What follows belongs to an exercise in optimizing a design on an open flow for small area, a short achievable clock period and few clock cycles per item; a production flow would make more cautious choices. RTL that was checked went through simulation tests only; none was proved equivalent to the original.

// running_mean_stddev
module running_mean_stddev #(
    parameter int MAX_COUNT   = 65536,
    parameter int FRAC_BITS   = 16
) (
    input  logic        aclk,
    input  logic        aresetn,
    input  logic        s_axis_tvalid,
    output logic        s_axis_tready,
    input  logic [15:0] s_axis_tdata,    
    input  logic        s_axis_tlast,
    output logic        m_axis_tvalid,
    input  logic        m_axis_tready,
    output logic [87:0] m_axis_tdata,    
    input  logic        psel,
    input  logic        penable,
    input  logic        pwrite,
    input  logic [1:0]  paddr,
    input  logic [31:0] pwdata,
    output logic [31:0] prdata,
    output logic        pready
);
For scale: about 4,900 cells after synthesis, ~670 flip-flops, ~180 I/O pins.
export LEC_CHECK = 0
export ABC_AREA = 1
export CAP_MARGIN = 20
export CORE_MARGIN = 2
export CORE_UTILIZATION = 50
export SETUP_SLACK_MARGIN = 5
export SLEW_MARGIN = 20
create_clock -name core_clock -period 11.0 [get_ports {aclk}]
run.sh (not shown) runs the stock make flow with config.mk's settings and CLKGATE_MAP_FILE= SYNTH_SCRIPT=/design/flow/synth_recipe.tcl, a recipe that flattens the netlist after the stock synthesis.
The baseline produced a clean layout.
Rerun with:
--- a/flow/design.v
+++ b/flow/design.v
@@ -126,79 +126,73 @@
         acc_s   <= clear ? '0 : ns;
         acc_c   <= clear ? '0 : nc;
         ovf_reg <= clear ? 1'b0 : ovf_n;
     end
     logic [CW-1:0] an;
     logic [SW-1:0] as;         
     logic [QW:0]   aq;         
     logic [63:0]   aN;         
     logic [33:0]   aD;
     logic          aneg, aovf, amode;
     logic          nb, mb, flip;    
-    logic          nbd;             
     logic [31:0] an32, lzx;
     logic [4:0]  lz_hi, a_idx;
     logic [63:0] a_s64, a_r0, a_r1, a_r2, a_cs, a_cc, a_sum;
     logic [33:0] a_dsum;
     logic [CW-1:0] anm;
-    logic [31:0]   anm32;
     logic [17:0] a_qhi;
     assign anm   = an - CW'(amode);
-    assign anm32 = 32'(anm);
     assign a_qhi = {1'b0, aN[QW-1:30]} - {1'b0, anm};
     assign an32  = 32'(an);
     assign lzx   = (as ^ {SW{as[SW-1]}}) | an32;
     always_comb begin
         lz_hi = 5'd0;
         for (int i = 0; i < 32; i++) if (lzx[i]) lz_hi = 5'(i);
     end
     assign a_idx = (a_st == A_PREP2) ? a_step : a_step - 5'd1;
     assign a_s64 = {{(64-SW){as[SW-1]}}, as};
     assign a_r0  = {aN[62:0], 1'b0};
     assign a_r1  = nb ? {{(64-QW-1){aq[QW]}}, aq} : 64'd0;
     assign a_r2  = flip ? a_s64 : ~(mb ? a_s64 : 64'd0);
     assign a_cs  = a_r0 ^ a_r1 ^ a_r2;
     assign a_cc  = {((a_r0[62:0] & a_r1[62:0]) | (a_r0[62:0] & a_r2[62:0]) |
                      (a_r1[62:0] & a_r2[62:0])), !flip};
     rms_add64 u_aadd (.a(a_cs), .b(a_cc), .ci(1'b0), .s(a_sum));
-    rms_add34 u_dadd (.a({aD[32:0], 1'b0}), .b(nbd ? 34'(an) : 34'd0), .ci(1'b0), .s(a_dsum));
+    rms_add34 u_dadd (.a({aD[32:0], 1'b0}), .b(nb ? 34'(anm) : 34'd0), .ci(1'b0), .s(a_dsum));
     always_ff @(posedge aclk) begin
         if (a_load) begin
             an    <= cnt_n;
             as    <= sum_n;
             aq    <= {1'b0, ns};
             aN    <= 64'(nc[QW-1:1]);
             aovf  <= ovf_n;
             amode <= f0_m && (cnt_n >= CW'(2));
             nb    <= 1'b1;
-            nbd   <= 1'b0;
             mb    <= 1'b0;
             flip  <= 1'b0;
         end else if (a_st == A_PREP1) begin
             aN     <= a_sum;
             aneg   <= as[SW-1];
             a_step <= lz_hi + 5'(as[SW-1]);
         end else if (a_st == A_PREP2) begin
             aq     <= {a_qhi, aN[29:0]};
             aN     <= '0;
             aD     <= '0;
             nb     <= an32[a_idx];
-            nbd    <= anm32[a_idx];
             mb     <= as[a_idx];
             flip   <= aneg;
         end else if (a_st == A_RUN) begin
             aN     <= a_sum;
             aD     <= a_dsum;
             a_step <= a_step - 5'd1;
             nb     <= an32[a_idx];
-            nbd    <= anm32[a_idx];
             mb     <= as[a_idx];
             flip   <= 1'b0;
         end
     end
     logic [64:0] bR;           
     logic [61:0] bP;
     logic [31:0] bL, bq, bZ;   
     logic [33:0] bD;
     logic [15:0] brem;
     logic [CW-1:0] bn;
     logic [1:0]  bst;
Effect:
- The new run finished clean
- count of clock-buffer cells in the layout rose by 1
- flip-flop and latch count goes down by 1
- hold slack degrades by 9.2 ps
- cell count falls by about 1.1%
- area after synthesis drops by 0.39%
- maximum frequency went up by about 2.4%
- first-iteration DRC count fell by about 4.3%
Testbench counts after the change, summed over its fixed seeds: cycles 12,376, items 320.
For the first run of this note, only the layout was checked, not whether the RTL still works.

[port drivers added, routing unchanged]
The flow's constraints put no driver on any port. The routed layouts listed below were extracted and timed again, unchanged, in two steps.
Step 1: set_driving_cell puts a clkbuf_16 on aclk and a buf_2 on each other input, an assumption about the parent block.
Step 2 also shifts input and output timing later by t, the mid clock arrival at the registers, as if the neighbouring blocks saw the same clock.
Slacks: no drivers / after step 1 / after step 2; pairs: no drivers / after step 1.
| run | shift t [ns] | setup WS [ns] | worst setup path after step 2 | clock arrival spread, ns | worst slew at a driven data input, ns |
|---|---|---|---|---|---|
| the first run | 0.709 | 5.385 / 5.385 / 5.065 | input to register | 0.038 / 0.038 | 0.06 |
| the second run | 0.690 | 5.515 / 5.515 / 5.290 | input to register | 0.030 / 0.031 | 0.05 |
After both steps every run listed still meets setup and hold. For the first run, which loses most, drivers alone change the setup slack by 0.000 ns; drivers and shift together by -0.320 ns.
